Background: an optimization exercise with open tools, aiming at small area and a short achievable clock period. Do not read the settings as production practice. Function was checked by simulation only, so behaviour that the tests miss may differ from the original. Power is estimated from default activity; no workload was simulated.

==> flow/design.v <==
package dmem_pkg;
  typedef enum logic [1:0] {
    IDLE = 2'd0,
    WAIT = 2'd1,
    DONE = 2'd2
  } state_e;
  localparam logic [15:0] RAM_REGION = 16'h1001;
  localparam logic [15:0] IO_REGION  = 16'h1003;
  localparam logic [3:0]  LED_OFS    = 4'h0;
  localparam logic [3:0]  CNT_OFS    = 4'h4;
  localparam int CW = 4;
endpackage
module dmem_ram #(
  parameter int Nloc  = 64,
  parameter int Dbits = 32
) (
  input  logic                    clk,
  input  logic                    we,
  input  logic [$clog2(Nloc)-1:0] addr,
  input  logic [Dbits-1:0]        wdata,
  output logic [Dbits-1:0]        rdata
);
  logic [Dbits-1:0] mem [Nloc];
  always_ff @(posedge clk) begin
    if (we) begin
      mem[addr] <= wdata;
    end
  end
  assign rdata = mem[addr];
endmodule
module dmem_responder #(
  parameter int          Nloc        = 64,
  parameter int          Dbits       = 32,
  parameter int          WAIT_CYCLES = 2,
  parameter logic [31:0] RAM_BASE    = {dmem_pkg::RAM_REGION, 16'h0000},
  parameter logic [31:0] IO_BASE     = {dmem_pkg::IO_REGION, 16'h0000}
) (
  input  logic             clk,
  input  logic             reset,
  input  logic             mem_req,
  input  logic             mem_wr,
  input  logic [Dbits-1:0] mem_addr,
  input  logic [Dbits-1:0] mem_writedata,
  output logic [Dbits-1:0] mem_readdata,
  output logic             stall,
  output logic [15:0]      led,
  output logic [Dbits-1:0] cycle_count
);
  localparam int AW = $clog2(Nloc);
  dmem_pkg::state_e state_q;
  logic [dmem_pkg::CW-1:0] cnt_q;
  logic [Dbits-1:0] addr_q;
  logic [Dbits-1:0] wdata_q;
  logic             wr_q;
  logic [Dbits-1:0] rdata_q;
  logic [15:0]      led_q;
  logic [Dbits-1:0] cyc_q;
  logic [Dbits-1:0] cyc_d;
  logic [Dbits-1:0] acc_addr;
  logic [15:0]      io_ofs;
  logic             is_ram;
  logic             is_io;
  logic             is_led;
  logic             is_cnt;
  logic [Dbits-1:0] ram_rdata;
  logic [Dbits-1:0] rd_val;
  logic             ram_we;
  logic             led_we;
  logic             commit;
  logic             unused_addr_bits;
  assign acc_addr = (state_q == dmem_pkg::IDLE) ? mem_addr : addr_q;
  assign io_ofs   = {acc_addr[15:2], 2'b00};
  assign is_ram   = (acc_addr[31:16] == RAM_BASE[31:16]);
  assign is_io    = (acc_addr[31:16] == IO_BASE[31:16]);
  assign is_led   = is_io && (io_ofs == 16'(dmem_pkg::LED_OFS));
  assign is_cnt   = is_io && (io_ofs == 16'(dmem_pkg::CNT_OFS));
  assign unused_addr_bits = ^acc_addr[1:0];
  always_comb begin
    rd_val = '0;
    if (is_ram) begin
      rd_val = ram_rdata;
    end else if (is_led) begin
      rd_val = {{(Dbits-16){1'b0}}, led_q};
    end else if (is_cnt) begin
      rd_val = cyc_q;
    end
  end
  assign commit = (state_q == dmem_pkg::DONE) && mem_req && wr_q;
  assign ram_we = commit && is_ram;
  assign led_we = commit && is_led;
  dmem_ram #(
    .Nloc  (Nloc),
    .Dbits (Dbits)
  ) u_ram (
    .clk   (clk),
    .we    (ram_we),
    .addr  (acc_addr[AW+1:2]),
    .wdata (wdata_q),
    .rdata (ram_rdata)
  );
  always_ff @(posedge clk or posedge reset) begin
    if (reset) begin
      state_q <= dmem_pkg::IDLE;
      cnt_q   <= '0;
      addr_q  <= '0;
      wdata_q <= '0;
      wr_q    <= 1'b0;
      rdata_q <= '0;
      led_q   <= '0;
    end else begin
      unique case (state_q)
        dmem_pkg::IDLE: begin
          if (mem_req) begin
            addr_q  <= mem_addr;
            wr_q    <= mem_wr;
            wdata_q <= mem_writedata;
            if (WAIT_CYCLES == 0) begin
              state_q <= dmem_pkg::DONE;
              rdata_q <= rd_val;
            end else begin
              state_q <= dmem_pkg::WAIT;
              cnt_q   <= dmem_pkg::CW'(WAIT_CYCLES - 1);
            end
          end
        end
        dmem_pkg::WAIT: begin
          if (!mem_req) begin
            state_q <= dmem_pkg::IDLE;
          end else if (cnt_q == '0) begin
            state_q <= dmem_pkg::DONE;
            rdata_q <= rd_val;
          end else begin
            cnt_q <= cnt_q - 1'b1;
          end
        end
        dmem_pkg::DONE: begin
          state_q <= dmem_pkg::IDLE;
          if (led_we) begin
            led_q <= wdata_q[15:0];
          end
        end
        default: state_q <= dmem_pkg::IDLE;
      endcase
    end
  end
  assign cyc_d = cyc_q + 1'b1;
  always_ff @(posedge clk or posedge reset) begin
    if (reset) begin
      cyc_q <= '0;
    end else begin
      cyc_q <= cyc_d;
    end
  end
  assign stall        = mem_req && (state_q != dmem_pkg::DONE) && !reset;
  assign mem_readdata = (state_q == dmem_pkg::DONE) ? rdata_q : '0;
  assign led              = led_q;
  assign cycle_count      = cyc_q;
endmodule
==> flow/run.sh <==
#!/bin/bash
# synth_recipe.tcl (not shown) runs the flow's synth.tcl, then flattens the netlist and writes it again
# the make line also repeats each setting of config.mk as NAME=value (left out here)
make -C /OpenROAD-flow-scripts/flow DESIGN_CONFIG=/design/flow/config.mk WORK_HOME=/design/flow/orfs CLKGATE_MAP_FILE= SYNTH_SCRIPT=/design/flow/synth_recipe.tcl finish
==> flow/config.mk <==
export PLATFORM = sky130hd
export DESIGN_NAME = dmem_responder
export DESIGN_NICKNAME = dmem_responder
export VERILOG_FILES = /design/flow/design.v
export SDC_FILE = /design/flow/constraint.sdc
export NUM_CORES = 4
export LEC_CHECK = 0
export CAP_MARGIN = 20
export CORE_MARGIN = 2
export CORE_UTILIZATION = 35
export SLEW_MARGIN = 20
==> flow/constraint.sdc <==
create_clock -name core_clock -period 4.4 [get_ports {clk}]
set_input_delay 0.8800 -clock core_clock [delete_from_list [all_inputs] [get_ports {clk}]]
set_output_delay 0.8800 -clock core_clock [all_outputs]
set_load 0.01 [all_outputs]
==> run summary <==
-- logic make-up after synthesis --
family          count (synthesis)  share of synthesized area [%]
flops                        2197                           78.5
simple gates                  698                           4.04
mux                           260                           3.38
buf+inv                       331                           1.81
compound gates               1395                           11.8
fa+ha+maj                       3                         0.0452
xor+xnor                       32                          0.337
-- through the flow --
stage | cells | utilization [%] | hold slack, ps | total power, mW | instance area (um2)
floorplan | 4916 | - | 451 | 31.7 | 83100
global placement | 8506 | 40.3 | 457 | 39.5 | 95000
detailed placement | 8507 | 40.3 | 460 | 39.7 | 95000
CTS | 8904 | 43.2 | 375 | 57.4 | 102000
global route | 8904 | 43.2 | 414 | 59.0 | 102000
finish | 8908 | 43.2 | 416 | 57.4 | 102000
-- report_power, final --
| group | internal, mW | leakage, nW | switching [mW] |
|---|---|---|---|
| Clock | 9.89 | 3.29 | 7.96 |
| Sequential | 25.3 | 20.3 | 0.805 |
| Combinational | 4.42 | 9.17 | 9.09 |
| Total | 39.6 | 32.7 | 17.8 |
-- Yosys cell counts (6+ instances only) --
cell,number,area (um2)
nand3_1,56,280
o211ai_1,10,75.1
buf_4,15,113
mux2_4,10,150
clkbuf_1,143,537
buf_2,137,686
o22ai_1,102,638
a222oi_1,24,240
edfxtp_1,2048,61500
nor2_1,119,447
and3_1,29,181
and2_1,39,244
a22oi_1,640,4800
a22o_1,30,263
nand4_1,80,500
mux2i_1,162,1620
o21a_1,6,45.0
a221o_1,6,60.1
nor4_1,29,181
nand2_1,264,991
a221oi_1,68,596
a21oi_1,124,621
o21ai_0,211,1060
dfrtp_1,149,3730
a41oi_1,42,368
buf_1,23,86.3
xor2_1,14,123
nor3_1,41,205
mux2_2,82,923
xnor2_1,18,158
a31oi_1,53,332
o221ai_1,29,254
and4_1,6,52.6
inv_1,9,33.8
o32ai_1,13,114
-- layout by cell type, fill, tap and decap left out, types with 11 or more instances in the layout --
cell type and count:
nor2_1 39, o32ai_1 13, nor2_2 14, and2_1 38, a22o_1 30, clkbuf_16 214
clkinv_2 44, nand4_1 80, mux2i_1 159, nor4_1 29, buf_12 205, a221oi_1 67
xnor2_1 18, clkbuf_1 52, nand2_1 260, nor3_1 41, a21oi_1 121, edfxtp_1 2048
a41oi_1 42, and3_1 29, a22oi_1 640, buf_4 412, dfrtp_2 31, a31oi_1 52
clkinvlp_4 11, o22ai_1 99, clkdlybuf4s50_1 146, nand3_1 56, dfrtp_1 117, xor2_1 14
o221ai_1 29, bufinv_16 14, o21ai_0 211, mux2_2 82, nor2_4 66, clkinv_1 42
a222oi_1 24
-- metal layers --
layer | up-vias | routed length, um | global-route usage, %
met1 | 26600 | 108000 | 30.6
met2 | 3298 | 122000 | 33.5
met3 | 489 | 31400 | 5.35
li1 | 21500 | - | -
met5 | - | 61 | 0
met4 | 8 | 11800 | 8.85
-- final timing paths --
| path | endpoint | slack (ps) | cells after the start |
|---|---|---|---|
| max | rdata_q[17] | 320 | 12 |
| max reg2reg | rdata_q[17] | 320 | 12 |
| min in group core_clock | u_ram.mem[46][20] | 470 | 0 |
| min | cyc_q[18] | 420 | 2 |
| min reg2reg | u_ram.mem[46][20] | 470 | 0 |
| max in group asynchronous | wdata_q[24] | 3130 | 3 |
-- state kept, by name, summed over array words and instances (netlist names) --
register	cells
led_q	16
u_ram.mem	2048
cnt_q	4
wdata_q	32
cyc_q	32
addr_q	30
rdata_q	32
wr_q	1
state_q	2
-- critical path, cell delays in order (launching register included) --
cell and delay [ps]:
dfrtp_1 420, or2_2 560, buf_4 270, mux2i_4 190, buf_12 180, buf_4 170, a22oi_1 280, buf_4 190
o32ai_1 70, nor4_1 490, nand3_1 310, nor2_1 610, o21ai_0 150
-- cell type report --
cell class / instances / area, um2
diodes: 4 / 10.0
clock buffers: 272 / 5630
clock inverters: 125 / 1110
fillers: 20700 / 134000
inverters: 9 / 37.5
multi-input cells: 2388 / 17100
flip-flops and latches: 2197 / 65300
well taps: 3150 / 3940
repair buffers: 763 / 8660
==> impl_metrics.yaml <==
logic_synthesis:
  avgSynthCellArea_um2: 16.9
  syn_inst: 4916
  ys_warn_count: 2
  ys_types: 72
  ys.flop_type: "edfxtp_1"
  syn_area_um2: 83000
  synth-edff-count: 2048
  synth_seq_cells: 2197
  ys_seq_area_share_pct: 78.5
  synth_nets: 4987
  async_reset_ff_share_pct: 6.78
clock_network:
  post_cts_buffers: 0
  htreeDepth: 4
  clock_path_buffers: 3
  cts_resized: 0
  cts_buffers: 212
  clk_pin_slew_ps: 60
  cts_hold_buf: 0
  cts_num_sinks: 2197
  tritoncts: "done"
  clk_latency_ps: 870
  cts-root-buf: "clkbuf_16"
die:
  dieHeight_um: 491
  initial_core_util_pct: 35.2
  num_io_pins: 149
  core_region_area_um2: 236000
  die_area_um2: 241000
  die_x_um: 491
  fp-row-count: 178
power_and_ir_drop:
  powerDensity_nw_per_um2: 564
  p_leak_nw: 32.7
  peakVddDrop_mv: 0.427
placement:
  gp_congestion: 0.881
  port_buffers: 146
  post-dp-hpwl_um: 173000
  place_ws_ps: -324
timing:
  fin_ws_ps: 317
  setup_viol: 0
  rsz0062_at_grt: "no"
  tightest_slew_ps: 1190
  hold_violations: 0
  post-route-min-period_ps: 4080
  timing.fmax_ghz: 0.245
  setup_tns_ps: 0
  slew_violations: 0
  relSlewSlack_pct: 20.5
  timing.final.crit_share_pct: 92.8
  skew_ps: 38.0
global_routing:
  grt_pass1_wl_um: 384000
  grt_start_max_net_pins: 67
  antenna_found_initial: 20
  grt_pass1_vias: 50200
  track_usage_pct: 22.1
  grt-ovfl-total: 0
routing:
  wl_per_cell_um: 30.7
  drc: 0
  drt_iter0_drc: 8223
  vias: 51900
  viasPerCell: 5.83
  routed_wl_um: 273000
  first_pass_iters: 6
  ant_nets: 0
setup_path:
  r2r_start: "state_q[1]"
  cp-start-kind: "register"
  crit_path_start: "state_q[1]"
  cp_max_fo: 15
  required_ps: 5110
  path_class: "register to register"
  arrival_ps: 4790
  crit_path_end_kind: "register"
job:
  cap_violations: 0
cells_and_area:
  nets: 5642
  drive_gt1_share_pct: 20.2
  area_growth_pct: 22.5
min_path:
  hp-class: "input pin to asynchronous set/reset pin"
run_status:
  status: "finished clean"

==> separate check: timing with driven ports <==
No port has a modelled driver above. Below, the same layout with a new extraction and two added sets of constraints. Step 1, drivers: a clkbuf_16 drives clk and a buf_2 each remaining input, both assumed. Step 2 moves the port delays by t, midway between the first and last clock arrival at a register: inputs arrive t later, outputs are due t later. That takes back most of the time a late clock gives input paths. a / b / c = ideal / step 1 / step 2; a / b = the first two.
shift t [ns]: 0.934
slack for setup (ns): 0.317 / 0.317 / -0.455
worst setup path at the end: input to register
slew at the worst register clock pin (ns): 0.07 / 0.07
With both steps, setup timing fails in this run, where it was met with ideal ports. For this run, drivers alone change the setup slack by 0.000 ns; drivers and shift together by -0.772 ns.
